Background: an optimization exercise with open tools, aiming at small area and a short achievable clock period. Do not read the settings as production practice.
Function was not checked in any run shown here: the RTL went through the layout flow alone.
Power is estimated from default activity; no workload was simulated.

## design/flow/flow/run.sh

```bash
#!/bin/bash
# Standard layout, with strong buffers on the ports, sizing free to change a
# cell's footprint, and timing repair aiming 5.4 ns past the 8 ns clock. The
# make output goes to flow_make.log here; each ORFS step keeps its own log
# under orfs/logs.
set -euo pipefail
bash standard.sh \
    BUFFER_PORTS_ARGS="-buffer_cell sky130_fd_sc_hd__buf_4" \
    MATCH_CELL_FOOTPRINT=0 \
    SETUP_SLACK_MARGIN=5.4 \
    finish > flow_make.log 2>&1
```

## design/flow/standard.sh

```bash
#!/bin/bash
# synth_recipe.tcl (not shown) runs the flow's synth.tcl, then flattens the netlist and writes it again
# the make line also repeats each setting of config.mk as NAME=value (left out here)
make -C /OpenROAD-flow-scripts/flow DESIGN_CONFIG=/design/flow/config.mk WORK_HOME=/design/flow/orfs CLKGATE_MAP_FILE= SYNTH_SCRIPT=/design/flow/synth_recipe.tcl "${@:-finish}"
```

## design/flow/config.mk

```make
export PLATFORM = sky130hd
export DESIGN_NAME = fc_layer
export DESIGN_NICKNAME = fc_layer
export VERILOG_FILES = /design/flow/design.v
export SDC_FILE = /design/flow/constraint.sdc
export NUM_CORES = 4
export LEC_CHECK = 0
export CAP_MARGIN = 20
export CORE_MARGIN = 2
export CORE_UTILIZATION = 65
export CTS_CLUSTER_DIAMETER = 100
export CTS_CLUSTER_SIZE = 20
export SLEW_MARGIN = 20
```

## design/flow/constraint.sdc

```tcl
create_clock -name core_clock -period 8.0 [get_ports {clk}]
set_input_delay 1.6000 -clock core_clock [delete_from_list [all_inputs] [get_ports {clk}]]
set_output_delay 1.6000 -clock core_clock [all_outputs]
set_load 0.01 [all_outputs]
```

## design/flow/design.v

```verilog
`timescale 1ns/1ps
module fc_layer (
    input  logic        clk,
    input  logic        rstn,
    input  logic        r_valid,
    input  logic [31:0] in_data,
    output logic        t_valid,
    output logic [31:0] out_data
);
    logic [3:0] cnt;
    logic       w_first, w_second, w_weight, w_bias;
    assign w_first  = r_valid && (cnt == 4'd2 || cnt == 4'd4 || cnt == 4'd6 || cnt == 4'd8);
    assign w_second = r_valid && (cnt == 4'd3 || cnt == 4'd5 || cnt == 4'd7 || cnt == 4'd9);
    assign w_weight = w_first || w_second;
    assign w_bias   = r_valid && (cnt == 4'd10);
    logic       start0;   
    logic       fin0;     
    logic       sb0;      
    logic [1:0] nid0;     
    always_ff @(posedge clk or negedge rstn) begin
        if (!rstn) begin
            cnt <= '0;
            sb0 <= 1'b0;
        end else begin
            if (r_valid) cnt <= (cnt == 4'd10) ? 4'd0 : cnt + 4'd1;
            sb0 <= w_bias;
        end
    end
    always_ff @(posedge clk) begin
        start0 <= w_first;
        fin0   <= w_second && (cnt != 4'd9);
        nid0   <= cnt[2:1] - 2'd1;
    end
    logic [31:0] feat_a, feat_b, feat_p;
    always_ff @(posedge clk) begin
        if (r_valid && cnt == 4'd0) feat_a <= in_data;
        if (r_valid && cnt == 4'd1) feat_b <= in_data;
        feat_p <= (cnt == 4'd10) ? 32'h0100_0000 : cnt[0] ? feat_b : feat_a;
    end
    logic [3:0] neg0, one0, two0, neg1, one1, two1, neg2, one2, two2, neg3, one3, two3;
    for (genvar k = 0; k < 4; k++) begin : g_enc
        logic [8:0] wx;
        logic [3:0] ng, on, tw;
        logic [3:0] ng_q, on_q, tw_q;
        assign wx = {in_data[8*k +: 8], 1'b0};
        for (genvar m = 0; m < 4; m++) begin : g_dig
            assign ng[m] = wx[2*m+2];
            assign on[m] = wx[2*m+1] ^ wx[2*m];
            assign tw[m] = (wx[2*m+2] & ~wx[2*m+1] & ~wx[2*m]) | (~wx[2*m+2] & wx[2*m+1] & wx[2*m]);
        end
        always_ff @(posedge clk) begin
            ng_q <= ng & {4{r_valid}};
            on_q <= on & {4{r_valid}};
            tw_q <= tw & {4{r_valid}};
        end
    end
    assign {neg0, one0, two0} = {g_enc[0].ng_q, g_enc[0].on_q, g_enc[0].tw_q};
    assign {neg1, one1, two1} = {g_enc[1].ng_q, g_enc[1].on_q, g_enc[1].tw_q};
    assign {neg2, one2, two2} = {g_enc[2].ng_q, g_enc[2].on_q, g_enc[2].tw_q};
    assign {neg3, one3, two3} = {g_enc[3].ng_q, g_enc[3].on_q, g_enc[3].tw_q};
    logic [7:0] bias_b [3];
    assign bias_b[0] = {neg0[3], one0[3] ^ neg0[2], neg0[2], one0[2] ^ neg0[1], neg0[1], one0[1] ^ neg0[0], neg0[0], one0[0]};
    assign bias_b[1] = {neg1[3], one1[3] ^ neg1[2], neg1[2], one1[2] ^ neg1[1], neg1[1], one1[1] ^ neg1[0], neg1[0], one1[0]};
    assign bias_b[2] = {neg2[3], one2[3] ^ neg2[2], neg2[2], one2[2] ^ neg2[1], neg2[1], one2[1] ^ neg2[0], neg2[0], one2[0]};
    logic [7:0] xf0, xf1, xf2, xf3;
    assign {xf3, xf2, xf1, xf0} = feat_p;
    logic [18:0] acc_s, acc_c, acc_sk, acc_ck;
    logic        keep1;
    assign acc_sk = acc_s & {19{keep1}};
    assign acc_ck = acc_c & {19{keep1}};
    wire r0 = ((one0[0] & xf0[0])) ^ neg0[0];
    wire r1 = ((one0[0] & xf0[1]) | (two0[0] & xf0[0])) ^ neg0[0];
    wire r2 = ((one0[0] & xf0[2]) | (two0[0] & xf0[1])) ^ neg0[0];
    wire r3 = ((one0[0] & xf0[3]) | (two0[0] & xf0[2])) ^ neg0[0];
    wire r4 = ((one0[0] & xf0[4]) | (two0[0] & xf0[3])) ^ neg0[0];
    wire r5 = ((one0[0] & xf0[5]) | (two0[0] & xf0[4])) ^ neg0[0];
    wire r6 = ((one0[0] & xf0[6]) | (two0[0] & xf0[5])) ^ neg0[0];
    wire r7 = ((one0[0] & xf0[7]) | (two0[0] & xf0[6])) ^ neg0[0];
    wire r8 = ((one0[0] & xf0[7]) | (two0[0] & xf0[7])) ^ neg0[0];
    wire r9 = ~(((one0[0] & xf0[7]) | (two0[0] & xf0[7])) ^ neg0[0]);
    wire r10 = ((one0[1] & xf0[0])) ^ neg0[1];
    wire r11 = ((one0[1] & xf0[1]) | (two0[1] & xf0[0])) ^ neg0[1];
    wire r12 = ((one0[1] & xf0[2]) | (two0[1] & xf0[1])) ^ neg0[1];
    wire r13 = ((one0[1] & xf0[3]) | (two0[1] & xf0[2])) ^ neg0[1];
    wire r14 = ((one0[1] & xf0[4]) | (two0[1] & xf0[3])) ^ neg0[1];
    wire r15 = ((one0[1] & xf0[5]) | (two0[1] & xf0[4])) ^ neg0[1];
    wire r16 = ((one0[1] & xf0[6]) | (two0[1] & xf0[5])) ^ neg0[1];
    wire r17 = ((one0[1] & xf0[7]) | (two0[1] & xf0[6])) ^ neg0[1];
    wire r18 = ((one0[1] & xf0[7]) | (two0[1] & xf0[7])) ^ neg0[1];
    wire r19 = ~(((one0[1] & xf0[7]) | (two0[1] & xf0[7])) ^ neg0[1]);
    wire r20 = ((one0[2] & xf0[0])) ^ neg0[2];
    wire r21 = ((one0[2] & xf0[1]) | (two0[2] & xf0[0])) ^ neg0[2];
    wire r22 = ((one0[2] & xf0[2]) | (two0[2] & xf0[1])) ^ neg0[2];
    wire r23 = ((one0[2] & xf0[3]) | (two0[2] & xf0[2])) ^ neg0[2];
    wire r24 = ((one0[2] & xf0[4]) | (two0[2] & xf0[3])) ^ neg0[2];
    wire r25 = ((one0[2] & xf0[5]) | (two0[2] & xf0[4])) ^ neg0[2];
    wire r26 = ((one0[2] & xf0[6]) | (two0[2] & xf0[5])) ^ neg0[2];
    wire r27 = ((one0[2] & xf0[7]) | (two0[2] & xf0[6])) ^ neg0[2];
    wire r28 = ((one0[2] & xf0[7]) | (two0[2] & xf0[7])) ^ neg0[2];
    wire r29 = ~(((one0[2] & xf0[7]) | (two0[2] & xf0[7])) ^ neg0[2]);
    wire r30 = ((one0[3] & xf0[0])) ^ neg0[3];
    wire r31 = ((one0[3] & xf0[1]) | (two0[3] & xf0[0])) ^ neg0[3];
    wire r32 = ((one0[3] & xf0[2]) | (two0[3] & xf0[1])) ^ neg0[3];
    wire r33 = ((one0[3] & xf0[3]) | (two0[3] & xf0[2])) ^ neg0[3];
    wire r34 = ((one0[3] & xf0[4]) | (two0[3] & xf0[3])) ^ neg0[3];
    wire r35 = ((one0[3] & xf0[5]) | (two0[3] & xf0[4])) ^ neg0[3];
    wire r36 = ((one0[3] & xf0[6]) | (two0[3] & xf0[5])) ^ neg0[3];
    wire r37 = ((one0[3] & xf0[7]) | (two0[3] & xf0[6])) ^ neg0[3];
    wire r38 = ((one0[3] & xf0[7]) | (two0[3] & xf0[7])) ^ neg0[3];
    wire r39 = ~(((one0[3] & xf0[7]) | (two0[3] & xf0[7])) ^ neg0[3]);
    wire r40 = ((one1[0] & xf1[0])) ^ neg1[0];
    wire r41 = ((one1[0] & xf1[1]) | (two1[0] & xf1[0])) ^ neg1[0];
    wire r42 = ((one1[0] & xf1[2]) | (two1[0] & xf1[1])) ^ neg1[0];
    wire r43 = ((one1[0] & xf1[3]) | (two1[0] & xf1[2])) ^ neg1[0];
    wire r44 = ((one1[0] & xf1[4]) | (two1[0] & xf1[3])) ^ neg1[0];
    wire r45 = ((one1[0] & xf1[5]) | (two1[0] & xf1[4])) ^ neg1[0];
    wire r46 = ((one1[0] & xf1[6]) | (two1[0] & xf1[5])) ^ neg1[0];
    wire r47 = ((one1[0] & xf1[7]) | (two1[0] & xf1[6])) ^ neg1[0];
    wire r48 = ((one1[0] & xf1[7]) | (two1[0] & xf1[7])) ^ neg1[0];
    wire r49 = ~(((one1[0] & xf1[7]) | (two1[0] & xf1[7])) ^ neg1[0]);
    wire r50 = ((one1[1] & xf1[0])) ^ neg1[1];
    wire r51 = ((one1[1] & xf1[1]) | (two1[1] & xf1[0])) ^ neg1[1];
    wire r52 = ((one1[1] & xf1[2]) | (two1[1] & xf1[1])) ^ neg1[1];
    wire r53 = ((one1[1] & xf1[3]) | (two1[1] & xf1[2])) ^ neg1[1];
    wire r54 = ((one1[1] & xf1[4]) | (two1[1] & xf1[3])) ^ neg1[1];
    wire r55 = ((one1[1] & xf1[5]) | (two1[1] & xf1[4])) ^ neg1[1];
    wire r56 = ((one1[1] & xf1[6]) | (two1[1] & xf1[5])) ^ neg1[1];
    wire r57 = ((one1[1] & xf1[7]) | (two1[1] & xf1[6])) ^ neg1[1];
    wire r58 = ((one1[1] & xf1[7]) | (two1[1] & xf1[7])) ^ neg1[1];
    wire r59 = ~(((one1[1] & xf1[7]) | (two1[1] & xf1[7])) ^ neg1[1]);
    wire r60 = ((one1[2] & xf1[0])) ^ neg1[2];
    wire r61 = ((one1[2] & xf1[1]) | (two1[2] & xf1[0])) ^ neg1[2];
    wire r62 = ((one1[2] & xf1[2]) | (two1[2] & xf1[1])) ^ neg1[2];
    wire r63 = ((one1[2] & xf1[3]) | (two1[2] & xf1[2])) ^ neg1[2];
    wire r64 = ((one1[2] & xf1[4]) | (two1[2] & xf1[3])) ^ neg1[2];
    wire r65 = ((one1[2] & xf1[5]) | (two1[2] & xf1[4])) ^ neg1[2];
    wire r66 = ((one1[2] & xf1[6]) | (two1[2] & xf1[5])) ^ neg1[2];
    wire r67 = ((one1[2] & xf1[7]) | (two1[2] & xf1[6])) ^ neg1[2];
    wire r68 = ((one1[2] & xf1[7]) | (two1[2] & xf1[7])) ^ neg1[2];
    wire r69 = ~(((one1[2] & xf1[7]) | (two1[2] & xf1[7])) ^ neg1[2]);
    wire r70 = ((one1[3] & xf1[0])) ^ neg1[3];
    wire r71 = ((one1[3] & xf1[1]) | (two1[3] & xf1[0])) ^ neg1[3];
    wire r72 = ((one1[3] & xf1[2]) | (two1[3] & xf1[1])) ^ neg1[3];
    wire r73 = ((one1[3] & xf1[3]) | (two1[3] & xf1[2])) ^ neg1[3];
    wire r74 = ((one1[3] & xf1[4]) | (two1[3] & xf1[3])) ^ neg1[3];
    wire r75 = ((one1[3] & xf1[5]) | (two1[3] & xf1[4])) ^ neg1[3];
    wire r76 = ((one1[3] & xf1[6]) | (two1[3] & xf1[5])) ^ neg1[3];
    wire r77 = ((one1[3] & xf1[7]) | (two1[3] & xf1[6])) ^ neg1[3];
    wire r78 = ((one1[3] & xf1[7]) | (two1[3] & xf1[7])) ^ neg1[3];
    wire r79 = ~(((one1[3] & xf1[7]) | (two1[3] & xf1[7])) ^ neg1[3]);
    wire r80 = ((one2[0] & xf2[0])) ^ neg2[0];
    wire r81 = ((one2[0] & xf2[1]) | (two2[0] & xf2[0])) ^ neg2[0];
    wire r82 = ((one2[0] & xf2[2]) | (two2[0] & xf2[1])) ^ neg2[0];
    wire r83 = ((one2[0] & xf2[3]) | (two2[0] & xf2[2])) ^ neg2[0];
    wire r84 = ((one2[0] & xf2[4]) | (two2[0] & xf2[3])) ^ neg2[0];
    wire r85 = ((one2[0] & xf2[5]) | (two2[0] & xf2[4])) ^ neg2[0];
    wire r86 = ((one2[0] & xf2[6]) | (two2[0] & xf2[5])) ^ neg2[0];
    wire r87 = ((one2[0] & xf2[7]) | (two2[0] & xf2[6])) ^ neg2[0];
    wire r88 = ((one2[0] & xf2[7]) | (two2[0] & xf2[7])) ^ neg2[0];
    wire r89 = ~(((one2[0] & xf2[7]) | (two2[0] & xf2[7])) ^ neg2[0]);
    wire r90 = ((one2[1] & xf2[0])) ^ neg2[1];
    wire r91 = ((one2[1] & xf2[1]) | (two2[1] & xf2[0])) ^ neg2[1];
    wire r92 = ((one2[1] & xf2[2]) | (two2[1] & xf2[1])) ^ neg2[1];
    wire r93 = ((one2[1] & xf2[3]) | (two2[1] & xf2[2])) ^ neg2[1];
    wire r94 = ((one2[1] & xf2[4]) | (two2[1] & xf2[3])) ^ neg2[1];
    wire r95 = ((one2[1] & xf2[5]) | (two2[1] & xf2[4])) ^ neg2[1];
    wire r96 = ((one2[1] & xf2[6]) | (two2[1] & xf2[5])) ^ neg2[1];
    wire r97 = ((one2[1] & xf2[7]) | (two2[1] & xf2[6])) ^ neg2[1];
    wire r98 = ((one2[1] & xf2[7]) | (two2[1] & xf2[7])) ^ neg2[1];
    wire r99 = ~(((one2[1] & xf2[7]) | (two2[1] & xf2[7])) ^ neg2[1]);
    wire r100 = ((one2[2] & xf2[0])) ^ neg2[2];
    wire r101 = ((one2[2] & xf2[1]) | (two2[2] & xf2[0])) ^ neg2[2];
    wire r102 = ((one2[2] & xf2[2]) | (two2[2] & xf2[1])) ^ neg2[2];
    wire r103 = ((one2[2] & xf2[3]) | (two2[2] & xf2[2])) ^ neg2[2];
    wire r104 = ((one2[2] & xf2[4]) | (two2[2] & xf2[3])) ^ neg2[2];
    wire r105 = ((one2[2] & xf2[5]) | (two2[2] & xf2[4])) ^ neg2[2];
    wire r106 = ((one2[2] & xf2[6]) | (two2[2] & xf2[5])) ^ neg2[2];
    wire r107 = ((one2[2] & xf2[7]) | (two2[2] & xf2[6])) ^ neg2[2];
    wire r108 = ((one2[2] & xf2[7]) | (two2[2] & xf2[7])) ^ neg2[2];
    wire r109 = ~(((one2[2] & xf2[7]) | (two2[2] & xf2[7])) ^ neg2[2]);
    wire r110 = ((one2[3] & xf2[0])) ^ neg2[3];
    wire r111 = ((one2[3] & xf2[1]) | (two2[3] & xf2[0])) ^ neg2[3];
    wire r112 = ((one2[3] & xf2[2]) | (two2[3] & xf2[1])) ^ neg2[3];
    wire r113 = ((one2[3] & xf2[3]) | (two2[3] & xf2[2])) ^ neg2[3];
    wire r114 = ((one2[3] & xf2[4]) | (two2[3] & xf2[3])) ^ neg2[3];
    wire r115 = ((one2[3] & xf2[5]) | (two2[3] & xf2[4])) ^ neg2[3];
    wire r116 = ((one2[3] & xf2[6]) | (two2[3] & xf2[5])) ^ neg2[3];
    wire r117 = ((one2[3] & xf2[7]) | (two2[3] & xf2[6])) ^ neg2[3];
    wire r118 = ((one2[3] & xf2[7]) | (two2[3] & xf2[7])) ^ neg2[3];
    wire r119 = ~(((one2[3] & xf2[7]) | (two2[3] & xf2[7])) ^ neg2[3]);
    wire r120 = ((one3[0] & xf3[0])) ^ neg3[0];
    wire r121 = ((one3[0] & xf3[1]) | (two3[0] & xf3[0])) ^ neg3[0];
    wire r122 = ((one3[0] & xf3[2]) | (two3[0] & xf3[1])) ^ neg3[0];
    wire r123 = ((one3[0] & xf3[3]) | (two3[0] & xf3[2])) ^ neg3[0];
    wire r124 = ((one3[0] & xf3[4]) | (two3[0] & xf3[3])) ^ neg3[0];
    wire r125 = ((one3[0] & xf3[5]) | (two3[0] & xf3[4])) ^ neg3[0];
    wire r126 = ((one3[0] & xf3[6]) | (two3[0] & xf3[5])) ^ neg3[0];
    wire r127 = ((one3[0] & xf3[7]) | (two3[0] & xf3[6])) ^ neg3[0];
    wire r128 = ((one3[0] & xf3[7]) | (two3[0] & xf3[7])) ^ neg3[0];
    wire r129 = ~(((one3[0] & xf3[7]) | (two3[0] & xf3[7])) ^ neg3[0]);
    wire r130 = ((one3[1] & xf3[0])) ^ neg3[1];
    wire r131 = ((one3[1] & xf3[1]) | (two3[1] & xf3[0])) ^ neg3[1];
    wire r132 = ((one3[1] & xf3[2]) | (two3[1] & xf3[1])) ^ neg3[1];
    wire r133 = ((one3[1] & xf3[3]) | (two3[1] & xf3[2])) ^ neg3[1];
    wire r134 = ((one3[1] & xf3[4]) | (two3[1] & xf3[3])) ^ neg3[1];
    wire r135 = ((one3[1] & xf3[5]) | (two3[1] & xf3[4])) ^ neg3[1];
    wire r136 = ((one3[1] & xf3[6]) | (two3[1] & xf3[5])) ^ neg3[1];
    wire r137 = ((one3[1] & xf3[7]) | (two3[1] & xf3[6])) ^ neg3[1];
    wire r138 = ((one3[1] & xf3[7]) | (two3[1] & xf3[7])) ^ neg3[1];
    wire r139 = ~(((one3[1] & xf3[7]) | (two3[1] & xf3[7])) ^ neg3[1]);
    wire r140 = ((one3[2] & xf3[0])) ^ neg3[2];
    wire r141 = ((one3[2] & xf3[1]) | (two3[2] & xf3[0])) ^ neg3[2];
    wire r142 = ((one3[2] & xf3[2]) | (two3[2] & xf3[1])) ^ neg3[2];
    wire r143 = ((one3[2] & xf3[3]) | (two3[2] & xf3[2])) ^ neg3[2];
    wire r144 = ((one3[2] & xf3[4]) | (two3[2] & xf3[3])) ^ neg3[2];
    wire r145 = ((one3[2] & xf3[5]) | (two3[2] & xf3[4])) ^ neg3[2];
    wire r146 = ((one3[2] & xf3[6]) | (two3[2] & xf3[5])) ^ neg3[2];
    wire r147 = ((one3[2] & xf3[7]) | (two3[2] & xf3[6])) ^ neg3[2];
    wire r148 = ((one3[2] & xf3[7]) | (two3[2] & xf3[7])) ^ neg3[2];
    wire r149 = ~(((one3[2] & xf3[7]) | (two3[2] & xf3[7])) ^ neg3[2]);
    wire r150 = ((one3[3] & xf3[0])) ^ neg3[3];
    wire r151 = ((one3[3] & xf3[1]) | (two3[3] & xf3[0])) ^ neg3[3];
    wire r152 = ((one3[3] & xf3[2]) | (two3[3] & xf3[1])) ^ neg3[3];
    wire r153 = ((one3[3] & xf3[3]) | (two3[3] & xf3[2])) ^ neg3[3];
    wire r154 = ((one3[3] & xf3[4]) | (two3[3] & xf3[3])) ^ neg3[3];
    wire r155 = ((one3[3] & xf3[5]) | (two3[3] & xf3[4])) ^ neg3[3];
    wire r156 = ((one3[3] & xf3[6]) | (two3[3] & xf3[5])) ^ neg3[3];
    wire r157 = ((one3[3] & xf3[7]) | (two3[3] & xf3[6])) ^ neg3[3];
    wire r158 = ((one3[3] & xf3[7]) | (two3[3] & xf3[7])) ^ neg3[3];
    wire r159 = ~(((one3[3] & xf3[7]) | (two3[3] & xf3[7])) ^ neg3[3]);
    wire x160 = neg0[0] ^ neg1[0];
    wire s161 = x160 ^ neg2[0];
    wire c162 = (neg0[0] & neg1[0]) | (neg2[0] & x160);
    wire x163 = neg0[1] ^ neg1[1];
    wire s164 = x163 ^ neg2[1];
    wire c165 = (neg0[1] & neg1[1]) | (neg2[1] & x163);
    wire x166 = neg3[1] ^ r2;
    wire s167 = x166 ^ r10;
    wire c168 = (neg3[1] & r2) | (r10 & x166);
    wire x169 = r42 ^ r50;
    wire s170 = x169 ^ r82;
    wire c171 = (r42 & r50) | (r82 & x169);
    wire x172 = c165 ^ r3;
    wire s173 = x172 ^ r11;
    wire c174 = (c165 & r3) | (r11 & x172);
    wire x175 = r43 ^ r51;
    wire s176 = x175 ^ r83;
    wire c177 = (r43 & r51) | (r83 & x175);
    wire s178 = r91 ^ r123;
    wire c179 = r91 & r123;
    wire x180 = neg0[2] ^ neg1[2];
    wire s181 = x180 ^ neg2[2];
    wire c182 = (neg0[2] & neg1[2]) | (neg2[2] & x180);
    wire x183 = neg3[2] ^ r4;
    wire s184 = x183 ^ r12;
    wire c185 = (neg3[2] & r4) | (r12 & x183);
    wire x186 = r20 ^ r44;
    wire s187 = x186 ^ r52;
    wire c188 = (r20 & r44) | (r52 & x186);
    wire x189 = r60 ^ r84;
    wire s190 = x189 ^ r92;
    wire c191 = (r60 & r84) | (r92 & x189);
    wire x192 = r100 ^ r124;
    wire s193 = x192 ^ r132;
    wire c194 = (r100 & r124) | (r132 & x192);
    wire x195 = r140 ^ s181;
    wire s196 = x195 ^ c179;
    wire c197 = (r140 & s181) | (c179 & x195);
    wire s198 = c174 ^ c177;
    wire c199 = c174 & c177;
    wire x200 = c182 ^ r5;
    wire s201 = x200 ^ r13;
    wire c202 = (c182 & r5) | (r13 & x200);
    wire x203 = r21 ^ r45;
    wire s204 = x203 ^ r53;
    wire c205 = (r21 & r45) | (r53 & x203);
    wire x206 = r61 ^ r85;
    wire s207 = x206 ^ r93;
    wire c208 = (r61 & r85) | (r93 & x206);
    wire x209 = r101 ^ r125;
    wire s210 = x209 ^ r133;
    wire c211 = (r101 & r125) | (r133 & x209);
    wire x212 = r141 ^ c185;
    wire s213 = x212 ^ c188;
    wire c214 = (r141 & c185) | (c188 & x212);
    wire x215 = c191 ^ c194;
    wire s216 = x215 ^ s201;
    wire c217 = (c191 & c194) | (s201 & x215);
    wire s218 = s204 ^ s207;
    wire c219 = s204 & s207;
    wire x220 = neg0[3] ^ neg1[3];
    wire s221 = x220 ^ neg2[3];
    wire c222 = (neg0[3] & neg1[3]) | (neg2[3] & x220);
    wire x223 = neg3[3] ^ r6;
    wire s224 = x223 ^ r14;
    wire c225 = (neg3[3] & r6) | (r14 & x223);
    wire x226 = r22 ^ r30;
    wire s227 = x226 ^ r46;
    wire c228 = (r22 & r30) | (r46 & x226);
    wire x229 = r54 ^ r62;
    wire s230 = x229 ^ r70;
    wire c231 = (r54 & r62) | (r70 & x229);
    wire x232 = r86 ^ r94;
    wire s233 = x232 ^ r102;
    wire c234 = (r86 & r94) | (r102 & x232);
    wire x235 = r110 ^ r126;
    wire s236 = x235 ^ r134;
    wire c237 = (r110 & r126) | (r134 & x235);
    wire x238 = r142 ^ r150;
    wire s239 = x238 ^ s221;
    wire c240 = (r142 & r150) | (s221 & x238);
    wire x241 = c202 ^ c205;
    wire s242 = x241 ^ c208;
    wire c243 = (c202 & c205) | (c208 & x241);
    wire x244 = c211 ^ s224;
    wire s245 = x244 ^ s227;
    wire c246 = (c211 & s224) | (s227 & x244);
    wire x247 = s230 ^ s233;
    wire s248 = x247 ^ s236;
    wire c249 = (s230 & s233) | (s236 & x247);
    wire s250 = s239 ^ c219;
    wire c251 = s239 & c219;
    wire x252 = c222 ^ r7;
    wire s253 = x252 ^ r15;
    wire c254 = (c222 & r7) | (r15 & x252);
    wire x255 = r23 ^ r31;
    wire s256 = x255 ^ r47;
    wire c257 = (r23 & r31) | (r47 & x255);
    wire x258 = r55 ^ r63;
    wire s259 = x258 ^ r71;
    wire c260 = (r55 & r63) | (r71 & x258);
    wire x261 = r87 ^ r95;
    wire s262 = x261 ^ r103;
    wire c263 = (r87 & r95) | (r103 & x261);
    wire x264 = r111 ^ r127;
    wire s265 = x264 ^ r135;
    wire c266 = (r111 & r127) | (r135 & x264);
    wire x267 = r143 ^ r151;
    wire s268 = x267 ^ c225;
    wire c269 = (r143 & r151) | (c225 & x267);
    wire x270 = c228 ^ c231;
    wire s271 = x270 ^ c234;
    wire c272 = (c228 & c231) | (c234 & x270);
    wire x273 = c237 ^ c240;
    wire s274 = x273 ^ s253;
    wire c275 = (c237 & c240) | (s253 & x273);
    wire x276 = s256 ^ s259;
    wire s277 = x276 ^ s262;
    wire c278 = (s256 & s259) | (s262 & x276);
    wire x279 = s265 ^ c243;
    wire s280 = x279 ^ c246;
    wire c281 = (s265 & c243) | (c246 & x279);
    wire s282 = c249 ^ s268;
    wire c283 = c249 & s268;
    wire x284 = r8 ^ r16;
    wire s285 = x284 ^ r24;
    wire c286 = (r8 & r16) | (r24 & x284);
    wire x287 = r32 ^ r48;
    wire s288 = x287 ^ r56;
    wire c289 = (r32 & r48) | (r56 & x287);
    wire x290 = r64 ^ r72;
    wire s291 = x290 ^ r88;
    wire c292 = (r64 & r72) | (r88 & x290);
    wire x293 = r96 ^ r104;
    wire s294 = x293 ^ r112;
    wire c295 = (r96 & r104) | (r112 & x293);
    wire x296 = r128 ^ r136;
    wire s297 = x296 ^ r144;
    wire c298 = (r128 & r136) | (r144 & x296);
    wire x299 = r152 ^ c254;
    wire s300 = x299 ^ c257;
    wire c301 = (r152 & c254) | (c257 & x299);
    wire x302 = c260 ^ c263;
    wire s303 = x302 ^ c266;
    wire c304 = (c260 & c263) | (c266 & x302);
    wire x305 = s285 ^ s288;
    wire s306 = x305 ^ s291;
    wire c307 = (s285 & s288) | (s291 & x305);
    wire x308 = s294 ^ s297;
    wire s309 = x308 ^ c269;
    wire c310 = (s294 & s297) | (c269 & x308);
    wire x311 = c272 ^ c275;
    wire s312 = x311 ^ c278;
    wire c313 = (c272 & c275) | (c278 & x311);
    wire s314 = s300 ^ s303;
    wire c315 = s300 & s303;
    wire x316 = r9 ^ r17;
    wire s317 = x316 ^ r25;
    wire c318 = (r9 & r17) | (r25 & x316);
    wire x319 = r33 ^ r49;
    wire s320 = x319 ^ r57;
    wire c321 = (r33 & r49) | (r57 & x319);
    wire x322 = r65 ^ r73;
    wire s323 = x322 ^ r89;
    wire c324 = (r65 & r73) | (r89 & x322);
    wire x325 = r97 ^ r105;
    wire s326 = x325 ^ r113;
    wire c327 = (r97 & r105) | (r113 & x325);
    wire x328 = r129 ^ r137;
    wire s329 = x328 ^ r145;
    wire c330 = (r129 & r137) | (r145 & x328);
    wire x331 = r153 ^ c286;
    wire s332 = x331 ^ c289;
    wire c333 = (r153 & c286) | (c289 & x331);
    wire x334 = c292 ^ c295;
    wire s335 = x334 ^ c298;
    wire c336 = (c292 & c295) | (c298 & x334);
    wire x337 = s317 ^ s320;
    wire s338 = x337 ^ s323;
    wire c339 = (s317 & s320) | (s323 & x337);
    wire x340 = s326 ^ s329;
    wire s341 = x340 ^ c301;
    wire c342 = (s326 & s329) | (c301 & x340);
    wire x343 = c304 ^ c307;
    wire s344 = x343 ^ s332;
    wire c345 = (c304 & c307) | (s332 & x343);
    wire s346 = s335 ^ s338;
    wire c347 = s335 & s338;
    wire x348 = r18 ^ r26;
    wire s349 = x348 ^ r34;
    wire c350 = (r18 & r26) | (r34 & x348);
    wire x351 = r58 ^ r66;
    wire s352 = x351 ^ r74;
    wire c353 = (r58 & r66) | (r74 & x351);
    wire x354 = r98 ^ r106;
    wire s355 = x354 ^ r114;
    wire c356 = (r98 & r106) | (r114 & x354);
    wire x357 = r138 ^ r146;
    wire s358 = x357 ^ r154;
    wire c359 = (r138 & r146) | (r154 & x357);
    wire x360 = c318 ^ c321;
    wire s361 = x360 ^ c324;
    wire c362 = (c318 & c321) | (c324 & x360);
    wire x363 = c327 ^ c330;
    wire s364 = x363 ^ s349;
    wire c365 = (c327 & c330) | (s349 & x363);
    wire x366 = s352 ^ s355;
    wire s367 = x366 ^ s358;
    wire c368 = (s352 & s355) | (s358 & x366);
    wire x369 = c333 ^ c336;
    wire s370 = x369 ^ c339;
    wire c371 = (c333 & c336) | (c339 & x369);
    wire s372 = s361 ^ s364;
    wire c373 = s361 & s364;
    wire x374 = 1'b1 ^ r19;
    wire s375 = x374 ^ r27;
    wire c376 = (1'b1 & r19) | (r27 & x374);
    wire x377 = r35 ^ r59;
    wire s378 = x377 ^ r67;
    wire c379 = (r35 & r59) | (r67 & x377);
    wire x380 = r75 ^ r99;
    wire s381 = x380 ^ r107;
    wire c382 = (r75 & r99) | (r107 & x380);
    wire x383 = r115 ^ r139;
    wire s384 = x383 ^ r147;
    wire c385 = (r115 & r139) | (r147 & x383);
    wire x386 = r155 ^ c350;
    wire s387 = x386 ^ c353;
    wire c388 = (r155 & c350) | (c353 & x386);
    wire x389 = c356 ^ c359;
    wire s390 = x389 ^ s375;
    wire c391 = (c356 & c359) | (s375 & x389);
    wire x392 = s378 ^ s381;
    wire s393 = x392 ^ s384;
    wire c394 = (s378 & s381) | (s384 & x392);
    wire x395 = c362 ^ c365;
    wire s396 = x395 ^ c368;
    wire c397 = (c362 & c365) | (c368 & x395);
    wire x398 = 1'b1 ^ r28;
    wire s399 = x398 ^ r36;
    wire c400 = (1'b1 & r28) | (r36 & x398);
    wire x401 = r68 ^ r76;
    wire s402 = x401 ^ r108;
    wire c403 = (r68 & r76) | (r108 & x401);
    wire x404 = r116 ^ r148;
    wire s405 = x404 ^ r156;
    wire c406 = (r116 & r148) | (r156 & x404);
    wire x407 = c376 ^ c379;
    wire s408 = x407 ^ c382;
    wire c409 = (c376 & c379) | (c382 & x407);
    wire x410 = c385 ^ s399;
    wire s411 = x410 ^ s402;
    wire c412 = (c385 & s399) | (s402 & x410);
    wire s413 = s405 ^ c388;
    wire c414 = s405 & c388;
    wire x415 = r29 ^ r37;
    wire s416 = x415 ^ r69;
    wire c417 = (r29 & r37) | (r69 & x415);
    wire x418 = r77 ^ r109;
    wire s419 = x418 ^ r117;
    wire c420 = (r77 & r109) | (r117 & x418);
    wire x421 = r149 ^ r157;
    wire s422 = x421 ^ c400;
    wire c423 = (r149 & r157) | (c400 & x421);
    wire x424 = c403 ^ c406;
    wire s425 = x424 ^ s416;
    wire c426 = (c403 & c406) | (s416 & x424);
    wire x427 = 1'b1 ^ r38;
    wire s428 = x427 ^ r78;
    wire c429 = (1'b1 & r38) | (r78 & x427);
    wire s430 = r118 ^ r158;
    wire c431 = r118 & r158;
    wire x432 = neg3[0] ^ r0;
    wire s433 = x432 ^ r40;
    wire c434 = (neg3[0] & r0) | (r40 & x432);
    wire x435 = r80 ^ r120;
    wire s436 = x435 ^ s161;
    wire c437 = (r80 & r120) | (s161 & x435);
    wire x438 = c162 ^ r1;
    wire s439 = x438 ^ r41;
    wire c440 = (c162 & r1) | (r41 & x438);
    wire x441 = r81 ^ r121;
    wire s442 = x441 ^ c434;
    wire c443 = (r81 & r121) | (c434 & x441);
    wire s444 = c437 ^ s439;
    wire c445 = c437 & s439;
    wire x446 = r90 ^ r122;
    wire s447 = x446 ^ r130;
    wire c448 = (r90 & r122) | (r130 & x446);
    wire x449 = s164 ^ c440;
    wire s450 = x449 ^ s167;
    wire c451 = (s164 & c440) | (s167 & x449);
    wire x452 = s170 ^ s447;
    wire s453 = x452 ^ c445;
    wire c454 = (s170 & s447) | (c445 & x452);
    wire x455 = r131 ^ s178;
    wire s456 = x455 ^ c168;
    wire c457 = (r131 & s178) | (c168 & x455);
    wire x458 = c171 ^ c448;
    wire s459 = x458 ^ s173;
    wire c460 = (c171 & c448) | (s173 & x458);
    wire x461 = s176 ^ c451;
    wire s462 = x461 ^ s456;
    wire c463 = (s176 & c451) | (s456 & x461);
    wire x464 = s184 ^ s187;
    wire s465 = x464 ^ s190;
    wire c466 = (s184 & s187) | (s190 & x464);
    wire x467 = s193 ^ s198;
    wire s468 = x467 ^ s196;
    wire c469 = (s193 & s198) | (s196 & x467);
    wire x470 = s210 ^ c197;
    wire s471 = x470 ^ c199;
    wire c472 = (s210 & c197) | (c199 & x470);
    wire x473 = s218 ^ s213;
    wire s474 = x473 ^ c466;
    wire c475 = (s218 & s213) | (c466 & x473);
    wire x476 = c214 ^ c217;
    wire s477 = x476 ^ s242;
    wire c478 = (c214 & c217) | (s242 & x476);
    wire x479 = c391 ^ c394;
    wire s480 = x479 ^ s408;
    wire c481 = (c391 & c394) | (s408 & x479);
    wire x482 = s419 ^ c409;
    wire s483 = x482 ^ c412;
    wire c484 = (s419 & c409) | (c412 & x482);
    wire x485 = s430 ^ c417;
    wire s486 = x485 ^ c420;
    wire c487 = (s430 & c417) | (c420 & x485);
    wire x488 = s428 ^ c423;
    wire s489 = x488 ^ c426;
    wire c490 = (s428 & c423) | (c426 & x488);
    wire x491 = r39 ^ r79;
    wire s492 = x491 ^ r119;
    wire c493 = (r39 & r79) | (r119 & x491);
    wire x494 = r159 ^ c431;
    wire s495 = x494 ^ c429;
    wire c496 = (r159 & c431) | (c429 & x494);
    wire x497 = s492 ^ c487;
    wire s498 = x497 ^ s495;
    wire c499 = (s492 & c487) | (s495 & x497);
    wire x500 = 1'b1 ^ c493;
    wire s501 = x500 ^ c496;
    wire c502 = (1'b1 & c493) | (c496 & x500);
    logic pa0_0, pa0_1, pa1_0, pa1_1, pa2_0, pa2_1, pa2_2, pa3_0, pa3_1, pa3_2, pa4_0, pa4_1, pa4_2, pa4_3, pa4_4, pa5_0, pa5_1, pa5_2, pa5_3, pa6_0, pa6_1, pa6_2, pa6_3, pa6_4, pa6_5, pa7_0, pa7_1, pa7_2, pa7_3, pa7_4, pa7_5, pa7_6, pa8_0, pa8_1, pa8_2, pa8_3, pa8_4, pa8_5, pa9_0, pa9_1, pa9_2, pa9_3, pa9_4, pa9_5, pa10_0, pa10_1, pa10_2, pa10_3, pa10_4, pa10_5, pa11_0, pa11_1, pa11_2, pa11_3, pa11_4, pa11_5, pa12_0, pa12_1, pa12_2, pa12_3, pa13_0, pa13_1, pa13_2, pa13_3, pa13_4, pa14_0, pa14_1, pa14_2, pa15_0, pa15_1, pa16_0, pa16_1, pa17_0;
    always_ff @(posedge clk) begin
        pa0_0 <= s433;
        pa0_1 <= s436;
        pa1_0 <= s442;
        pa1_1 <= s444;
        pa2_0 <= c443;
        pa2_1 <= s450;
        pa2_2 <= s453;
        pa3_0 <= s459;
        pa3_1 <= c454;
        pa3_2 <= s462;
        pa4_0 <= c457;
        pa4_1 <= c460;
        pa4_2 <= s465;
        pa4_3 <= s468;
        pa4_4 <= c463;
        pa5_0 <= s216;
        pa5_1 <= c469;
        pa5_2 <= s471;
        pa5_3 <= s474;
        pa6_0 <= s245;
        pa6_1 <= s248;
        pa6_2 <= s250;
        pa6_3 <= c472;
        pa6_4 <= c475;
        pa6_5 <= s477;
        pa7_0 <= s271;
        pa7_1 <= c251;
        pa7_2 <= s274;
        pa7_3 <= s277;
        pa7_4 <= s282;
        pa7_5 <= c478;
        pa7_6 <= s280;
        pa8_0 <= s306;
        pa8_1 <= c283;
        pa8_2 <= s314;
        pa8_3 <= c281;
        pa8_4 <= s309;
        pa8_5 <= s312;
        pa9_0 <= c315;
        pa9_1 <= c310;
        pa9_2 <= s346;
        pa9_3 <= c313;
        pa9_4 <= s341;
        pa9_5 <= s344;
        pa10_0 <= s367;
        pa10_1 <= c347;
        pa10_2 <= c342;
        pa10_3 <= s372;
        pa10_4 <= c345;
        pa10_5 <= s370;
        pa11_0 <= s387;
        pa11_1 <= s390;
        pa11_2 <= s393;
        pa11_3 <= c373;
        pa11_4 <= c371;
        pa11_5 <= s396;
        pa12_0 <= s411;
        pa12_1 <= s413;
        pa12_2 <= c397;
        pa12_3 <= s480;
        pa13_0 <= s422;
        pa13_1 <= s425;
        pa13_2 <= c414;
        pa13_3 <= c481;
        pa13_4 <= s483;
        pa14_0 <= s486;
        pa14_1 <= c484;
        pa14_2 <= s489;
        pa15_0 <= c490;
        pa15_1 <= s498;
        pa16_0 <= c499;
        pa16_1 <= s501;
        pa17_0 <= c502;
    end
    wire x503 = pa0_0 ^ pa0_1;
    wire s504 = x503 ^ acc_sk[0];
    wire c505 = (pa0_0 & pa0_1) | (acc_sk[0] & x503);
    wire x506 = pa1_0 ^ pa1_1;
    wire s507 = x506 ^ acc_sk[1];
    wire c508 = (pa1_0 & pa1_1) | (acc_sk[1] & x506);
    wire s509 = acc_ck[1] ^ c505;
    wire c510 = acc_ck[1] & c505;
    wire x511 = pa2_0 ^ pa2_1;
    wire s512 = x511 ^ pa2_2;
    wire c513 = (pa2_0 & pa2_1) | (pa2_2 & x511);
    wire x514 = acc_sk[2] ^ acc_ck[2];
    wire s515 = x514 ^ s512;
    wire c516 = (acc_sk[2] & acc_ck[2]) | (s512 & x514);
    wire s517 = c508 ^ c510;
    wire c518 = c508 & c510;
    wire x519 = pa3_0 ^ pa3_1;
    wire s520 = x519 ^ pa3_2;
    wire c521 = (pa3_0 & pa3_1) | (pa3_2 & x519);
    wire x522 = acc_sk[3] ^ acc_ck[3];
    wire s523 = x522 ^ c513;
    wire c524 = (acc_sk[3] & acc_ck[3]) | (c513 & x522);
    wire x525 = s520 ^ c516;
    wire s526 = x525 ^ s523;
    wire c527 = (s520 & c516) | (s523 & x525);
    wire x528 = pa4_0 ^ pa4_1;
    wire s529 = x528 ^ pa4_2;
    wire c530 = (pa4_0 & pa4_1) | (pa4_2 & x528);
    wire x531 = pa4_3 ^ pa4_4;
    wire s532 = x531 ^ acc_sk[4];
    wire c533 = (pa4_3 & pa4_4) | (acc_sk[4] & x531);
    wire x534 = acc_ck[4] ^ c521;
    wire s535 = x534 ^ s529;
    wire c536 = (acc_ck[4] & c521) | (s529 & x534);
    wire x537 = s532 ^ c524;
    wire s538 = x537 ^ s535;
    wire c539 = (s532 & c524) | (s535 & x537);
    wire x540 = pa5_0 ^ pa5_1;
    wire s541 = x540 ^ pa5_2;
    wire c542 = (pa5_0 & pa5_1) | (pa5_2 & x540);
    wire x543 = pa5_3 ^ acc_sk[5];
    wire s544 = x543 ^ acc_ck[5];
    wire c545 = (pa5_3 & acc_sk[5]) | (acc_ck[5] & x543);
    wire x546 = c530 ^ s541;
    wire s547 = x546 ^ c533;
    wire c548 = (c530 & s541) | (c533 & x546);
    wire x549 = s544 ^ c536;
    wire s550 = x549 ^ s547;
    wire c551 = (s544 & c536) | (s547 & x549);
    wire x552 = pa6_0 ^ pa6_1;
    wire s553 = x552 ^ pa6_2;
    wire c554 = (pa6_0 & pa6_1) | (pa6_2 & x552);
    wire x555 = pa6_3 ^ pa6_4;
    wire s556 = x555 ^ pa6_5;
    wire c557 = (pa6_3 & pa6_4) | (pa6_5 & x555);
    wire x558 = acc_sk[6] ^ acc_ck[6];
    wire s559 = x558 ^ c542;
    wire c560 = (acc_sk[6] & acc_ck[6]) | (c542 & x558);
    wire x561 = s553 ^ s556;
    wire s562 = x561 ^ c545;
    wire c563 = (s553 & s556) | (c545 & x561);
    wire x564 = s559 ^ c548;
    wire s565 = x564 ^ s562;
    wire c566 = (s559 & c548) | (s562 & x564);
    wire x567 = pa7_0 ^ pa7_1;
    wire s568 = x567 ^ pa7_2;
    wire c569 = (pa7_0 & pa7_1) | (pa7_2 & x567);
    wire x570 = pa7_3 ^ pa7_4;
    wire s571 = x570 ^ pa7_5;
    wire c572 = (pa7_3 & pa7_4) | (pa7_5 & x570);
    wire x573 = pa7_6 ^ acc_sk[7];
    wire s574 = x573 ^ acc_ck[7];
    wire c575 = (pa7_6 & acc_sk[7]) | (acc_ck[7] & x573);
    wire x576 = c554 ^ c557;
    wire s577 = x576 ^ s568;
    wire c578 = (c554 & c557) | (s568 & x576);
    wire x579 = s571 ^ s574;
    wire s580 = x579 ^ c560;
    wire c581 = (s571 & s574) | (c560 & x579);
    wire x582 = s577 ^ c563;
    wire s583 = x582 ^ s580;
    wire c584 = (s577 & c563) | (s580 & x582);
    wire x585 = pa8_0 ^ pa8_1;
    wire s586 = x585 ^ pa8_2;
    wire c587 = (pa8_0 & pa8_1) | (pa8_2 & x585);
    wire x588 = pa8_3 ^ pa8_4;
    wire s589 = x588 ^ pa8_5;
    wire c590 = (pa8_3 & pa8_4) | (pa8_5 & x588);
    wire x591 = acc_sk[8] ^ acc_ck[8];
    wire s592 = x591 ^ c569;
    wire c593 = (acc_sk[8] & acc_ck[8]) | (c569 & x591);
    wire x594 = c572 ^ s586;
    wire s595 = x594 ^ s589;
    wire c596 = (c572 & s586) | (s589 & x594);
    wire x597 = c575 ^ c578;
    wire s598 = x597 ^ s592;
    wire c599 = (c575 & c578) | (s592 & x597);
    wire x600 = s595 ^ c581;
    wire s601 = x600 ^ s598;
    wire c602 = (s595 & c581) | (s598 & x600);
    wire x603 = pa9_0 ^ pa9_1;
    wire s604 = x603 ^ pa9_2;
    wire c605 = (pa9_0 & pa9_1) | (pa9_2 & x603);
    wire x606 = pa9_3 ^ pa9_4;
    wire s607 = x606 ^ pa9_5;
    wire c608 = (pa9_3 & pa9_4) | (pa9_5 & x606);
    wire x609 = acc_sk[9] ^ acc_ck[9];
    wire s610 = x609 ^ c587;
    wire c611 = (acc_sk[9] & acc_ck[9]) | (c587 & x609);
    wire x612 = c590 ^ s604;
    wire s613 = x612 ^ s607;
    wire c614 = (c590 & s604) | (s607 & x612);
    wire x615 = c593 ^ c596;
    wire s616 = x615 ^ s610;
    wire c617 = (c593 & c596) | (s610 & x615);
    wire x618 = s613 ^ c599;
    wire s619 = x618 ^ s616;
    wire c620 = (s613 & c599) | (s616 & x618);
    wire x621 = pa10_0 ^ pa10_1;
    wire s622 = x621 ^ pa10_2;
    wire c623 = (pa10_0 & pa10_1) | (pa10_2 & x621);
    wire x624 = pa10_3 ^ pa10_4;
    wire s625 = x624 ^ pa10_5;
    wire c626 = (pa10_3 & pa10_4) | (pa10_5 & x624);
    wire x627 = acc_sk[10] ^ acc_ck[10];
    wire s628 = x627 ^ c605;
    wire c629 = (acc_sk[10] & acc_ck[10]) | (c605 & x627);
    wire x630 = c608 ^ s622;
    wire s631 = x630 ^ s625;
    wire c632 = (c608 & s622) | (s625 & x630);
    wire x633 = c611 ^ c614;
    wire s634 = x633 ^ s628;
    wire c635 = (c611 & c614) | (s628 & x633);
    wire x636 = s631 ^ c617;
    wire s637 = x636 ^ s634;
    wire c638 = (s631 & c617) | (s634 & x636);
    wire x639 = pa11_0 ^ pa11_1;
    wire s640 = x639 ^ pa11_2;
    wire c641 = (pa11_0 & pa11_1) | (pa11_2 & x639);
    wire x642 = pa11_3 ^ pa11_4;
    wire s643 = x642 ^ pa11_5;
    wire c644 = (pa11_3 & pa11_4) | (pa11_5 & x642);
    wire x645 = acc_sk[11] ^ acc_ck[11];
    wire s646 = x645 ^ c623;
    wire c647 = (acc_sk[11] & acc_ck[11]) | (c623 & x645);
    wire x648 = c626 ^ s640;
    wire s649 = x648 ^ s643;
    wire c650 = (c626 & s640) | (s643 & x648);
    wire x651 = c629 ^ c632;
    wire s652 = x651 ^ s646;
    wire c653 = (c629 & c632) | (s646 & x651);
    wire x654 = s649 ^ c635;
    wire s655 = x654 ^ s652;
    wire c656 = (s649 & c635) | (s652 & x654);
    wire x657 = pa12_0 ^ pa12_1;
    wire s658 = x657 ^ pa12_2;
    wire c659 = (pa12_0 & pa12_1) | (pa12_2 & x657);
    wire x660 = pa12_3 ^ acc_sk[12];
    wire s661 = x660 ^ acc_ck[12];
    wire c662 = (pa12_3 & acc_sk[12]) | (acc_ck[12] & x660);
    wire x663 = c641 ^ c644;
    wire s664 = x663 ^ s658;
    wire c665 = (c641 & c644) | (s658 & x663);
    wire x666 = s661 ^ c647;
    wire s667 = x666 ^ c650;
    wire c668 = (s661 & c647) | (c650 & x666);
    wire x669 = s664 ^ c653;
    wire s670 = x669 ^ s667;
    wire c671 = (s664 & c653) | (s667 & x669);
    wire x672 = pa13_0 ^ pa13_1;
    wire s673 = x672 ^ pa13_2;
    wire c674 = (pa13_0 & pa13_1) | (pa13_2 & x672);
    wire x675 = pa13_3 ^ pa13_4;
    wire s676 = x675 ^ acc_sk[13];
    wire c677 = (pa13_3 & pa13_4) | (acc_sk[13] & x675);
    wire x678 = acc_ck[13] ^ c659;
    wire s679 = x678 ^ s673;
    wire c680 = (acc_ck[13] & c659) | (s673 & x678);
    wire x681 = c662 ^ s676;
    wire s682 = x681 ^ c665;
    wire c683 = (c662 & s676) | (c665 & x681);
    wire x684 = s679 ^ c668;
    wire s685 = x684 ^ s682;
    wire c686 = (s679 & c668) | (s682 & x684);
    wire x687 = pa14_0 ^ pa14_1;
    wire s688 = x687 ^ pa14_2;
    wire c689 = (pa14_0 & pa14_1) | (pa14_2 & x687);
    wire x690 = acc_sk[14] ^ acc_ck[14];
    wire s691 = x690 ^ c674;
    wire c692 = (acc_sk[14] & acc_ck[14]) | (c674 & x690);
    wire x693 = s688 ^ c677;
    wire s694 = x693 ^ c680;
    wire c695 = (s688 & c677) | (c680 & x693);
    wire x696 = s691 ^ c683;
    wire s697 = x696 ^ s694;
    wire c698 = (s691 & c683) | (s694 & x696);
    wire x699 = pa15_0 ^ pa15_1;
    wire s700 = x699 ^ acc_sk[15];
    wire c701 = (pa15_0 & pa15_1) | (acc_sk[15] & x699);
    wire x702 = acc_ck[15] ^ c689;
    wire s703 = x702 ^ s700;
    wire c704 = (acc_ck[15] & c689) | (s700 & x702);
    wire x705 = c692 ^ s703;
    wire s706 = x705 ^ c695;
    wire c707 = (c692 & s703) | (c695 & x705);
    wire x708 = pa16_0 ^ pa16_1;
    wire s709 = x708 ^ acc_sk[16];
    wire c710 = (pa16_0 & pa16_1) | (acc_sk[16] & x708);
    wire x711 = acc_ck[16] ^ c701;
    wire s712 = x711 ^ s709;
    wire c713 = (acc_ck[16] & c701) | (s709 & x711);
    wire s714 = c704 ^ s712;
    wire c715 = c704 & s712;
    wire x716 = pa17_0 ^ acc_sk[17];
    wire s717 = x716 ^ acc_ck[17];
    wire c718 = (pa17_0 & acc_sk[17]) | (acc_ck[17] & x716);
    wire x719 = c710 ^ s717;
    wire s720 = x719 ^ c713;
    wire c721 = (c710 & s717) | (c713 & x719);
    wire x722 = 1'b1 ^ acc_sk[18];
    wire s723 = x722 ^ acc_ck[18];
    wire s724 = c718 ^ s723;
    always_ff @(posedge clk) begin
        acc_s <= {c721, c715, c707, c698, c686, c671, c656, c638, c620, c602, c584, c566, c551, c539, c527, c518, s515, s507, acc_ck[0]};
        acc_c <= {s724, s720, s714, s706, s697, s685, s670, s655, s637, s619, s601, s583, s565, s550, s538, s526, s517, s509, s504};
    end
    logic       fin1, sb1, fin2, sb2;
    logic [1:0] nid1, nid2;
    always_ff @(posedge clk or negedge rstn) begin
        if (!rstn) begin
            sb1     <= 1'b0;
            sb2     <= 1'b0;
        end else begin
            sb1     <= sb0;
            sb2     <= sb1;
        end
    end
    always_ff @(posedge clk) begin
        t_valid <= sb2;
        keep1 <= !start0;
        fin1  <= fin0;
        nid1  <= nid0;
        fin2  <= fin1;
        nid2  <= nid1;
    end
    logic [18:0] tot;
    assign tot = acc_s + acc_c;
    logic signed [10:0] tot_hi;
    assign tot_hi = tot[18:8];
    logic signed [10:0] held_h [3];
    logic [7:0]         held_l [3];
    always_ff @(posedge clk) begin
        for (int j = 0; j < 3; j++) begin
            if (fin2 && nid2 == 2'(j)) begin
                held_h[j] <= tot_hi;
                held_l[j] <= tot[7:0];
            end
        end
    end
    function automatic logic [7:0] sat(input logic signed [11:0] z);
        if (z > 12'sd127) sat = 8'h7f;
        else if (z < -12'sd128) sat = 8'h80;
        else sat = z[7:0];
    endfunction
    logic [7:0] res [3];
    logic [2:0] bias_co, bias_neg;
    for (genvar j = 0; j < 3; j++) begin : g_fin
        logic [8:0] lo_sum;
        logic [7:0] u;
        logic       at_top, at_bot;
        assign u      = sat({held_h[j][10], held_h[j]});
        assign at_top = (held_h[j] > 11'sd126) || (held_h[j] < -11'sd128);
        assign at_bot = (held_h[j] > 11'sd127) || (held_h[j] < -11'sd127);
        assign lo_sum = {1'b0, held_l[j]} + {1'b0, bias_b[j]};
        always_ff @(posedge clk) begin
            if (sb0) begin
                bias_co[j]  <= lo_sum[8];
                bias_neg[j] <= bias_b[j][7];
            end
        end
        assign res[j] = (bias_co[j] && !bias_neg[j] && !at_top) ? u + 8'd1 :
                        (!bias_co[j] && bias_neg[j] && !at_bot) ? u - 8'd1 : u;
    end
    always_ff @(posedge clk) begin
        for (int j = 0; j < 3; j++)
            out_data[31-8*j -: 8] <= res[j];
        out_data[7:0] <= (tot_hi > 11'sd127) ? 8'h7f : (tot_hi < -11'sd128) ? 8'h80 : tot_hi[7:0];
    end
endmodule
```

==> flow_metrics.env, run 1 <==
export IMPL_pre_cts_ws_ns=4.51
export IMPL_cts_made_buffers=23
export IMPL_critical_path_slowest_cell="o31ai_4"
export IMPL_power_leakage_nw=9.03
export IMPL_worst_slack_ns=5.26
export IMPL_cp_common_cell="o211ai_1"
export IMPL_gpl_final_weighted_congestion=0.954
export IMPL_first_iter_violations=685
export IMPL_timing_critical_path_from_type="flip-flop"
export IMPL_type_of_element_capturing_the_critical_path="flip-flop"
export IMPL_area_delta_synth_final_pct=10.7
export IMPL_cts_root_buffer_cell="clkbuf_16"
export IMPL_irDropWorstVdd_uv=323
export IMPL_firstDrtPassIters=5
export IMPL_synth_cell_type_count=66
export IMPL_via_count=12400
export IMPL_tightestPinTransition_ns=0.977
export IMPL_synth_edff_count=127
export IMPL_finalWirelength_um=43200
export IMPL_crit_buf_inv=1
export IMPL_synth_async_sr_flop_share_pct=1.90
export IMPL_grt_setup_unrepaired="yes"
export IMPL_clock_skew_ns=0.0255
export IMPL_overflow=0
export IMPL_design_final_nets=2064
export IMPL_pin_count_of_the_biggest_net_entering_global_routing=43
export IMPL_mostFrequentLayoutCell="inv_1"
export IMPL_numClockSinks=369
export IMPL_reg2reg_from="acc_s[2]"
export IMPL_tritoncts="done"
export IMPL_critical_path_max_fanout=7
export IMPL_run_status="no timing/DRC/antenna violations"
export IMPL_period_minus_slack_ns=2.74
export IMPL_setup_worst_path_start="acc_s[2]"
export IMPL_synthFlopType="dfxtp_1"
export IMPL_share_of_cells_above_drive_strength_1_pct=15.3
export IMPL_placementRows=63
export IMPL_swShare_pct=42.4
export IMPL_final_hold_viol_count=0
export IMPL_antenna_found_initial=0
export IMPL_clock_latency_ns=0.54
export IMPL_synth_sequential_area_ratio_pct=44.1
export IMPL_die_x_um=178
export IMPL_synth_yosys_warnings=5
export IMPL_die_height_um=178
export IMPL_timing_max_cap_violations=0
export IMPL_timing_fmax_mhz=364
export IMPL_final_max_slew_violation_count=0
export IMPL_drt_drc_violations_left=0
export IMPL_power_density_mw_per_mm2=451
export IMPL_fin_hold_ws_ns=0.332
export IMPL_power_clock_fraction_pct=11.8
export IMPL_max_stage_delay_ns=0.41
export IMPL_design_core_area_mm2=0.0298
export IMPL_layout_worst_path_cycle_share_pct=34.3
export IMPL_netlist_area_mm2=0.0197
export IMPL_boundaryPins=68
export IMPL_hold_wc_startpoint="fin0"
export IMPL_synth_net_count=2035
export IMPL_cts_buffer_depth=3
export IMPL_via_count_of_the_first_global_routing_pass=12300
export IMPL_totalNegativeSetupSlack_ns=0
export IMPL_htree_levels=1
export IMPL_utilization_pct=73.3
export IMPL_starting_density_of_the_core_pct=66.2
export IMPL_intPower_mw=5.67
export IMPL_worstSetupPathType="reg2reg"
export IMPL_seq_power_share_pct=33.8
export IMPL_power_share_combinational_pct=54.4
export IMPL_die_area_mm2=0.0318
export IMPL_crit_family="compound AO/OA/AOI/OAI gates"
export IMPL_timing_slew_headroom_pct=34.9
export IMPL_post_synth_inst_count=1760
export IMPL_report_power_total_mw=9.85
export IMPL_hp_class="reg2reg"
export IMPL_final_setup_viol_count=0
export IMPL_most_common_layout_cells="inv_1 (199), fa_1 (173), dfxtp_1 (160), edfxtp_1 (127), xnor2_1 (118)"
export IMPL_grt_first_pass_wirelength_um=67000
export IMPL_crit_arrival_ns=3.15
export IMPL_count_of_port_buffers_added_during_placement=67
export IMPL_globalRouteTotalUtil_pct=27.8
export IMPL_synth_area_per_cell_um2=11.2
export IMPL_clk_pin_slew_worst_setup_hold_paths_ns=0.09
export IMPL_drtAntennaViolNets=0
export IMPL_cts_hold_buf=0
export IMPL_hpwlAfterDp_um=33100
export IMPL_power_net_switching_mw=4.17
export IMPL_post_drt_wl_per_cell_um=19.7
export IMPL_ys_seq_elements=369
export IMPL_drt_vias_per_instance=5.64
export IMPL_critical_path_cell_chain="ha_1, o211ai_1, o211ai_1, buf_4, a21boi_4, o31ai_2, a311oi_2, xnor2_2, o31ai_4, a21oi_1"
export IMPL_num_antenna_cells=0
export IMPL_cp_required_ns=8.41
## sequential cells by signal, indices dropped and copies added, names as in the netlist, 2 cells and up
name	flops
held_h	33
feat_a	32
feat_b	32
feat_p	32
out_data	32
held_l	24
acc_c	19
acc_s	19
g_enc.ng_q	16
g_enc.on_q	16
g_enc.tw_q	16
cnt	4
bias_co	3
bias_neg	3
nid0	2
nid1	2
nid2	2
## routing by layer
metal,global-route usage (%),routed length [um],vias to the layer above
li1,-,-,5861
met1,37.1,18400,6060
met4,8.88,1450,0
met2,48.1,21300,369
met5,0,0,-
met3,2.86,2020,76
## cell usage after synthesis, drive strengths merged, types with 11 or more instances
cell type	number	area (um^2)
inv	204	766
nor2	108	405
xor2	69	604
ha	66	826
nor3	20	100
and2	37	231
a22oi	113	848
o21ai	43	215
dfxtp	235	4700
xnor2	127	1110
fa	174	3480
a21oi	67	335
mux2i	34	340
nor2b	12	75.1
nand4	11	68.8
nand3	15	75.1
nand2	85	319
edfxtp	127	3810
clkbuf	99	374
## per-stage QoR
step / area (um^2) / cells
6_report: 21800 / 2193
3_5_place_dp: 20400 / 2123
3_3_place_gp: 20400 / 2123
4_1_cts: 21500 / 2181
5_1_grt: 21800 / 2193
2_1_floorplan: 19800 / 1760
## area by class of cell
cell class	count	area, um^2
flip-flops and latches	369	8830
clock inverters	3	45.0
well taps	390	488
fillers	2135	7950
clock buffers	36	624
repair inverters	1	5.00
inverters	206	783
multi-input cells	1086	10200
repair buffers	102	871
## cell families (layout without fill, tap and decap cells)
group,count (synthesis),after routing,share of synthesized area (%)
AND/OR/NAND/NOR,338,339,8.45
buffers and inverters,306,348,5.83
flip-flops,369,369,44.1
multiplexers,34,34,1.72
XOR/XNOR,196,196,8.70
AO/OA/AOI/OAI,277,277,9.39
adder cells (fa/ha/maj),240,240,21.8
## power by group through the flow
stage,combinational [mW],clock [mW],sequential (mW)
floorplan,3.49,0,3.08
global placement,4.67,0,3.31
detailed placement,4.89,0,3.33
CTS,5.20,1.19,3.30
global route,6.06,1.25,3.40
finish,5.35,1.16,3.33
## repair_timing
item                                    in CTS  in global routing
buffers inserted                            18                 11
resized for setup                           81                 90
cloned                                       1                  1
pin swaps                                   24                 20
endpoints found under the setup margin      99                120
## worst register-to-register path, delay by kind of cell (launching register included)
family / cells / cell delay [ns]
AO/OA/AOI/OAI: 7 / 1.55
adder cells (fa/ha/maj): 1 / 0.38
flip-flops: 1 / 0.33
buffers and inverters: 1 / 0.17
XOR/XNOR: 1 / 0.17
## final timing paths
check / endpoint / slack [ns] / depth (start not counted)
setup / recovery: out_data[4] / 5.26 / 10
hold / removal: fin1 / 0.33 / 0
setup reg to reg: out_data[4] / 5.26 / 10
hold reg to reg: fin1 / 0.33 / 0
max in group asynchronous: cnt[0] / 7.02 / 1
min in group asynchronous: cnt[2] / 0.85 / 1
==> run 2: changes to the inputs <==
--- a/design/flow/config.mk
+++ b/design/flow/config.mk
@@ -7,7 +7,7 @@
 export LEC_CHECK = 0
 export CAP_MARGIN = 20
 export CORE_MARGIN = 2
-export CORE_UTILIZATION = 65
+export CORE_UTILIZATION = 58
 export CTS_CLUSTER_DIAMETER = 100
 export CTS_CLUSTER_SIZE = 20
 export SLEW_MARGIN = 20
==> flow_metrics.env, run 2 <==
export IMPL_run_status="no timing/DRC/antenna violations"
export IMPL_finalWirelength_um=44400
export IMPL_totalNegativeSetupSlack_ns=0
export IMPL_die_height_um=188
export IMPL_die_x_um=188
export IMPL_synth_sequential_area_ratio_pct=44.1
export IMPL_ys_seq_elements=369
export IMPL_cts_hold_buf=0
export IMPL_overflow=0
export IMPL_final_hold_viol_count=0
export IMPL_max_stage_delay_ns=0.44
export IMPL_gpl_final_weighted_congestion=0.914
export IMPL_via_count_of_the_first_global_routing_pass=12300
export IMPL_synth_net_count=2035
export IMPL_cts_buffer_depth=3
export IMPL_share_of_cells_above_drive_strength_1_pct=14.4
export IMPL_synth_cell_type_count=66
export IMPL_synth_area_per_cell_um2=11.2
export IMPL_power_leakage_nw=8.97
export IMPL_tritoncts="done"
export IMPL_timing_slew_headroom_pct=35.3
export IMPL_most_common_layout_cells="inv_1 (200), fa_1 (172), dfxtp_1 (165), edfxtp_1 (127), xnor2_1 (120)"
export IMPL_via_count=12200
export IMPL_boundaryPins=68
export IMPL_htree_levels=1
export IMPL_synthFlopType="dfxtp_1"
export IMPL_clk_pin_slew_worst_setup_hold_paths_ns=0.09
export IMPL_synth_async_sr_flop_share_pct=1.90
export IMPL_synth_yosys_warnings=5
export IMPL_power_density_mw_per_mm2=447
export IMPL_reg2reg_setup_slack_ns=5.30
export IMPL_clock_skew_ns=0.0166
export IMPL_cts_made_buffers=22
export IMPL_area_delta_synth_final_pct=10.5
export IMPL_drt_vias_per_instance=5.45
export IMPL_synth_commonest_cells="dfxtp_1 (235), inv_1 (203), fa_1 (174)"
export IMPL_final_max_slew_violation_count=0
export IMPL_type_of_element_capturing_the_critical_path="flip-flop"
export IMPL_period_minus_slack_ns=2.70
export IMPL_netlist_area_mm2=0.0197
export IMPL_globalRouteTotalUtil_pct=25.3
export IMPL_layout_worst_path_cycle_share_pct=33.8
export IMPL_starting_density_of_the_core_pct=58.8
export IMPL_irDropWorstVdd_uv=356
export IMPL_cts_root_buffer_cell="clkbuf_16"
export IMPL_clock_latency_ns=0.54
export IMPL_placementRows=67
export IMPL_post_synth_top_area_cell="dfxtp_1"
export IMPL_firstDrtPassIters=5
export IMPL_numClockSinks=369
export IMPL_hpwlAfterDp_um=33800
export IMPL_tightestPinTransition_ns=0.971
export IMPL_yosys_cell_count_top_type="dfxtp_1"
export IMPL_grt_setup_unrepaired="yes"
export IMPL_design_core_area_mm2=0.0335
export IMPL_critical_path_slowest_cell="o31ai_4"
export IMPL_antenna_found_initial=0
export IMPL_worstSetupPathType="reg2reg"
export IMPL_num_antenna_cells=0
export IMPL_fillcell_total=2662
export IMPL_post_drt_wl_per_cell_um=19.8
export IMPL_count_of_port_buffers_added_during_placement=67
export IMPL_yosys_top_cells_area="dfxtp_1 (24%), edfxtp_1 (19%), fa_1 (18%)"
export IMPL_final_setup_viol_count=0
export IMPL_regArea_mm2=0.00882
export IMPL_timing_max_cap_violations=0
export IMPL_synthDominantCellAreaShare_pct=23.8
export IMPL_post_synth_inst_count=1760
export IMPL_timing_fmax_mhz=370
export IMPL_pin_count_of_the_biggest_net_entering_global_routing=43
export IMPL_design_final_nets=2057
export IMPL_first_iter_violations=878
export IMPL_cp_common_cell="or3_4"
export IMPL_largest_reg_flops=33
export IMPL_hp_class="reg2reg"
export IMPL_critical_path_cell_chain="ha_4, a21o_1, or3_4, o221ai_4, nor2_2, or3_4, o211a_4, o31ai_4, a21oi_1"
export IMPL_report_power_total_mw=9.75
export IMPL_drtAntennaViolNets=0
export IMPL_grt_first_pass_wirelength_um=69300
export IMPL_crit_arrival_ns=3.11
export IMPL_drt_drc_violations_left=0
export IMPL_mostFrequentLayoutCell="inv_1"
export IMPL_timing_critical_path_from_type="flip-flop"
export IMPL_cp_required_ns=8.41
export IMPL_synth_edff_count=127
export IMPL_critical_path_max_fanout=7
export IMPL_die_area_mm2=0.0355
export IMPL_multi_input_area_mm2=0.0102
export IMPL_max_flop_register="held_h"
## run 2: cell count changes in the layout (fill, tap and decap cells not counted), moves of 3 or more
cell	previous run	this run
buf_6	28	32
ha_2	0	3
dfxtp_2	59	54
dfxtp_1	160	165
buf_4	74	64
## run 2: per-stage QoR
stage | setup slack, ns | std cells | instance area (um^2) | util [%] | hold WS (ns)
after floorplan | 5.06 | 1760 | 19800 | - | 0.310
after CTS | 5.31 | 2233 | 21500 | 64.1 | 0.337
after detailed placement | 4.56 | 2181 | 20500 | 61.1 | 0.318
final | 5.30 | 2244 | 21800 | 65.0 | 0.332
after global routing | 5.23 | 2244 | 21800 | 65.0 | 0.340
after global placement | 4.59 | 2181 | 20500 | 61.1 | 0.312
## run 2: where the power goes
part | switching (mW) | internal (mW) | total (mW)
Clock | 0.602 | 0.541 | 1.14
Combinational | 3.01 | 2.25 | 5.26
Sequential | 0.509 | 2.84 | 3.35
## run 2: logic make-up (layout without fill, tap and decap cells)
kind of cell,after synthesis,after routing,synth area share [%]
adder cells (fa/ha/maj),240,240,21.8
buffers and inverters,306,341,5.83
flip-flops,369,369,44.1
XOR/XNOR,196,196,8.70
multiplexers,34,34,1.72
AO/OA/AOI/OAI,277,277,9.39
AND/OR/NAND/NOR,338,339,8.45
## run 2: final cells by class
class / count / share of cell area (%)
clock buffers: 37 / 2.88
clock inverters: 1 / 0.0746
inverters: 206 / 3.58
multi-input cells: 1086 / 46.6
flip-flops and latches: 369 / 40.4
well taps: 448 / 2.57
repair buffers: 96 / 3.85
repair inverters: 1 / 0.0229
## run 2: timing repair
item / in CTS / in global routing
resized for setup: 79 / 88
cloned: 1 / 1
pin swaps: 26 / 23
endpoints found under the setup margin: 116 / 90
setup buffers: 13 / 10
## run 2: routing by layer
| layer | track usage [%] | share of wire (%) |
|---|---|---|
| met1 | 34.3 | 43 |
| met2 | 43.8 | 49 |
| met3 | 1.97 | 4.2 |
| met4 | 8.05 | 3.3 |
| met5 | 0 | 0 |
## run 2: critical path, delay by kind of cell, from the launching register on
family	cells	cell delay (ns)
adder cells (fa/ha/maj)	1	0.24
AND/OR/NAND/NOR	3	0.74
AO/OA/AOI/OAI	5	1.25
flip-flops	1	0.34
## run 2: worst paths after layout
kind                       depth (start not counted)     start     endpoint
setup / recovery                                   9  acc_c[5]  out_data[5]
min in group asynchronous                          1      rstn       cnt[2]
max in group asynchronous                          1      rstn       cnt[0]
setup reg to reg                                   9  acc_c[5]  out_data[5]
hold reg to reg                                    0   nid0[0]      nid1[0]
hold / removal                                     0   nid0[0]      nid1[0]

re-timing with driven ports:
The flow's constraints put no driver on any port. The routed layouts listed below were extracted and timed again, unchanged, in two steps. Step 1 (the two cells are an assumption about what drives the block):
set clk [get_ports {clk}]
set_driving_cell -lib_cell sky130_fd_sc_hd__clkbuf_16 $clk
set_driving_cell -lib_cell sky130_fd_sc_hd__buf_2 [delete_from_list [all_inputs] $clk]
Step 2 adds t to the input delays and takes it off the output delays; t is the mean of the earliest and latest rising clock arrival at the registers after step 1. Input paths then give back, and output paths get back, about the clock's delay inside the block. a / b / c = ideal / step 1 / step 2; a / b = the first two.
run | t (ns) | setup slack, ns | clock arrival spread, ns
run 1 | 0.584 | 5.256 / 5.256 / 4.969 | 0.030 / 0.030
run 2 | 0.585 | 5.300 / 5.300 / 5.010 | 0.017 / 0.017
After both steps every run listed still meets setup and hold. For run 2, which loses most, drivers alone change the setup slack by 0.000 ns; drivers and shift together by -0.290 ns.
